Source: an optimization exercise on an open RTL-to-GDS flow (aim: small area and a short achievable clock period). Production flows keep margins and buffers that such runs may drop. In this exercise RTL edits were held to simulation tests only and were not proved equivalent to the original. Power figures rest on the tool's default switching activity, not on a simulated workload.

## alu_pipeline_top
module alu_pipeline_top (
    input  logic               i_clk,
    input  logic               i_rst,
    input  logic               i_instr_vld,
    input  cpu_pkg::word_t     i_instr,
    output logic               o_wb_vld,
    output cpu_pkg::reg_addr_t o_wb_rd,
    output cpu_pkg::word_t     o_wb_data
);
Settings: LEC_CHECK=0, CAP_MARGIN=50, CORE_MARGIN=2, CORE_UTILIZATION=55, CTS_BUF_LIST=sky130_fd_sc_hd__clkbuf_16, CTS_CLUSTER_DIAMETER=80, CTS_CLUSTER_SIZE=24, SETUP_SLACK_MARGIN=2.8, SLEW_MARGIN=50; clock period 6.0 ns.
run.sh (not shown) runs the stock make flow with config.mk's settings and CLKGATE_MAP_FILE= SYNTH_SCRIPT=/design/flow/synth_recipe.tcl, a recipe that flattens the netlist after the stock synthesis.
Change:
--- a/flow/design.v
+++ b/flow/design.v
@@ -184,19 +184,19 @@
     input  cpu_pkg::word_t i_wb_data,
     input  cpu_pkg::word_t i_alu_result,
     output logic           o_ex_vld,
     output logic [4:0]     o_ex_rd,
     output cpu_pkg::word_t o_ex_a,      
     output cpu_pkg::word_t o_ex_b,      
     output logic [3:0]     o_ex_sh_lo,  
     output logic [3:0]     o_ex_sh_mid, 
     output logic           o_ex_sh_hi,  
-    output logic [7:0]     o_ex_sel,    
+    output logic [2:0]     o_ex_f3,
     output logic           o_ex_sub,
     output logic           o_ex_sra
 );
     logic           s0_wen;
     logic           s0_imm_sel;
     logic [31:7]    s0_instr;
     logic           pre_wen;
     logic           pre_imm_sel;
     logic [4:0]     pre_rs1;
@@ -297,47 +297,47 @@
         end
     end
     always_ff @(posedge i_clk) begin
         o_ex_rd     <= if_instr[11:7];
         o_ex_a      <= (if_instr[14:12] == 3'b001) ? id_a_rev : id_a;
         o_ex_b      <= id_b ^ {32{id_sub}};
         o_ex_sh_lo  <= id_shift ? (4'd1 << id_b[1:0]) : 4'd0;
         o_ex_sh_mid <= id_shift ? (4'd1 << id_b[3:2]) : 4'd0;
         o_ex_sh_hi  <= id_shift & id_b[4];
-        o_ex_sel    <= 8'd1 << if_instr[14:12];
+        o_ex_f3     <= if_instr[14:12];
         o_ex_sub    <= id_sub;
         o_ex_sra    <= if_instr[30];
     end
 endmodule
 `default_nettype wire
 `timescale 1ns/1ps
 `default_nettype none
 module execute_stage (
     input  logic           i_clk,
     input  logic           i_rst,
     input  logic           i_ex_vld,
     input  logic [4:0]     i_ex_rd,
     input  cpu_pkg::word_t i_ex_a,
     input  cpu_pkg::word_t i_ex_b,
     input  logic [3:0]     i_ex_sh_lo,
     input  logic [3:0]     i_ex_sh_mid,
     input  logic           i_ex_sh_hi,
-    input  logic [7:0]     i_ex_sel,
+    input  logic [2:0]     i_ex_f3,
     input  logic           i_ex_sub,
     input  logic           i_ex_sra,
     output cpu_pkg::word_t o_alu_result,
     output logic           o_wb_vld,
     output logic [4:0]     o_wb_rd,
     output cpu_pkg::word_t o_wb_data
 );
     cpu_pkg::word_t alu_result;
     alu u_alu (
-        .i_sel    (i_ex_sel),
+        .i_sel    (8'd1 << i_ex_f3),
         .i_sub    (i_ex_sub),
         .i_sra    (i_ex_sra),
         .i_a      (i_ex_a),
         .i_bx     (i_ex_b),
         .i_sh_lo  (i_ex_sh_lo),
         .i_sh_mid (i_ex_sh_mid),
         .i_sh_hi  (i_ex_sh_hi),
         .o_result (alu_result)
     );
@@ -367,19 +367,19 @@
     output cpu_pkg::word_t     o_wb_data
 );
     logic           ex_vld;
     logic [4:0]     ex_rd;
     cpu_pkg::word_t ex_a;
     cpu_pkg::word_t ex_b;
     logic [3:0]     ex_sh_lo;
     logic [3:0]     ex_sh_mid;
     logic           ex_sh_hi;
-    logic [7:0]     ex_sel;
+    logic [2:0]     ex_f3;
     logic           ex_sub;
     logic           ex_sra;
     cpu_pkg::word_t alu_result;
     decode_stage u_decode (
         .i_clk        (i_clk),
         .i_rst        (i_rst),
         .i_instr_vld  (i_instr_vld),
         .i_instr      (i_instr),
         .i_wb_vld     (o_wb_vld),
@@ -387,33 +387,33 @@
         .i_wb_data    (o_wb_data),
         .i_alu_result (alu_result),
         .o_ex_vld     (ex_vld),
         .o_ex_rd      (ex_rd),
         .o_ex_a       (ex_a),
         .o_ex_b       (ex_b),
         .o_ex_sh_lo   (ex_sh_lo),
         .o_ex_sh_mid  (ex_sh_mid),
         .o_ex_sh_hi   (ex_sh_hi),
-        .o_ex_sel     (ex_sel),
+        .o_ex_f3      (ex_f3),
         .o_ex_sub     (ex_sub),
         .o_ex_sra     (ex_sra)
     );
     execute_stage u_execute (
         .i_clk        (i_clk),
         .i_rst        (i_rst),
         .i_ex_vld     (ex_vld),
         .i_ex_rd      (ex_rd),
         .i_ex_a       (ex_a),
         .i_ex_b       (ex_b),
         .i_ex_sh_lo   (ex_sh_lo),
         .i_ex_sh_mid  (ex_sh_mid),
         .i_ex_sh_hi   (ex_sh_hi),
-        .i_ex_sel     (ex_sel),
+        .i_ex_f3      (ex_f3),
         .i_ex_sub     (ex_sub),
         .i_ex_sra     (ex_sra),
         .o_alu_result (alu_result),
         .o_wb_vld     (o_wb_vld),
         .o_wb_rd      (o_wb_rd),
         .o_wb_data    (o_wb_data)
     );
 endmodule
 `default_nettype wire
What happened: Global-route usage is higher by 1.3 points. Non-clock buffer count is lower by 8. Worst setup slack gains 0.0059 ns. Clock power is higher by about 2%. Hold slack loses 0.0045 ns. Via count is higher by about 0.65%. Die area is lower by about 0.8%. Area after synthesis is lower by about 0.8%. Cell count is lower by about 0.33%. Core utilization is higher by 0.45 points. Flip-flop and latch count is lower by 5. Cell area is lower by about 0.6%. Total power is higher by 0.60%.

separate check: timing with driven ports:
In the flow no input, the clock included, has a driving cell. The finished layouts below were timed again as built, in two steps. Step 1, drivers: a clkbuf_16 drives i_clk and a buf_2 each remaining input, both assumed. Step 2 moves the port delays by t, midway between the first and last clock arrival at a register: inputs arrive t later, outputs are due t later. That takes back most of the time a late clock gives input paths. Three values: ideal ports, drivers, drivers and shift; two values: the first two.
| run | t, ns | setup WS [ns] | clock arrival spread, ns | worst slew at a driven data input, ns | cell pins on the clock port's net |
|---|---|---|---|---|---|
| the first run | 0.768 | 2.777 / 2.707 / 2.777 | 0.067 / 0.067 | 0.04 | 1 |
| the second run | 0.762 | 2.783 / 2.751 / 2.783 | 0.063 / 0.062 | 0.06 | 1 |
After both steps setup and hold are still met in every run listed.
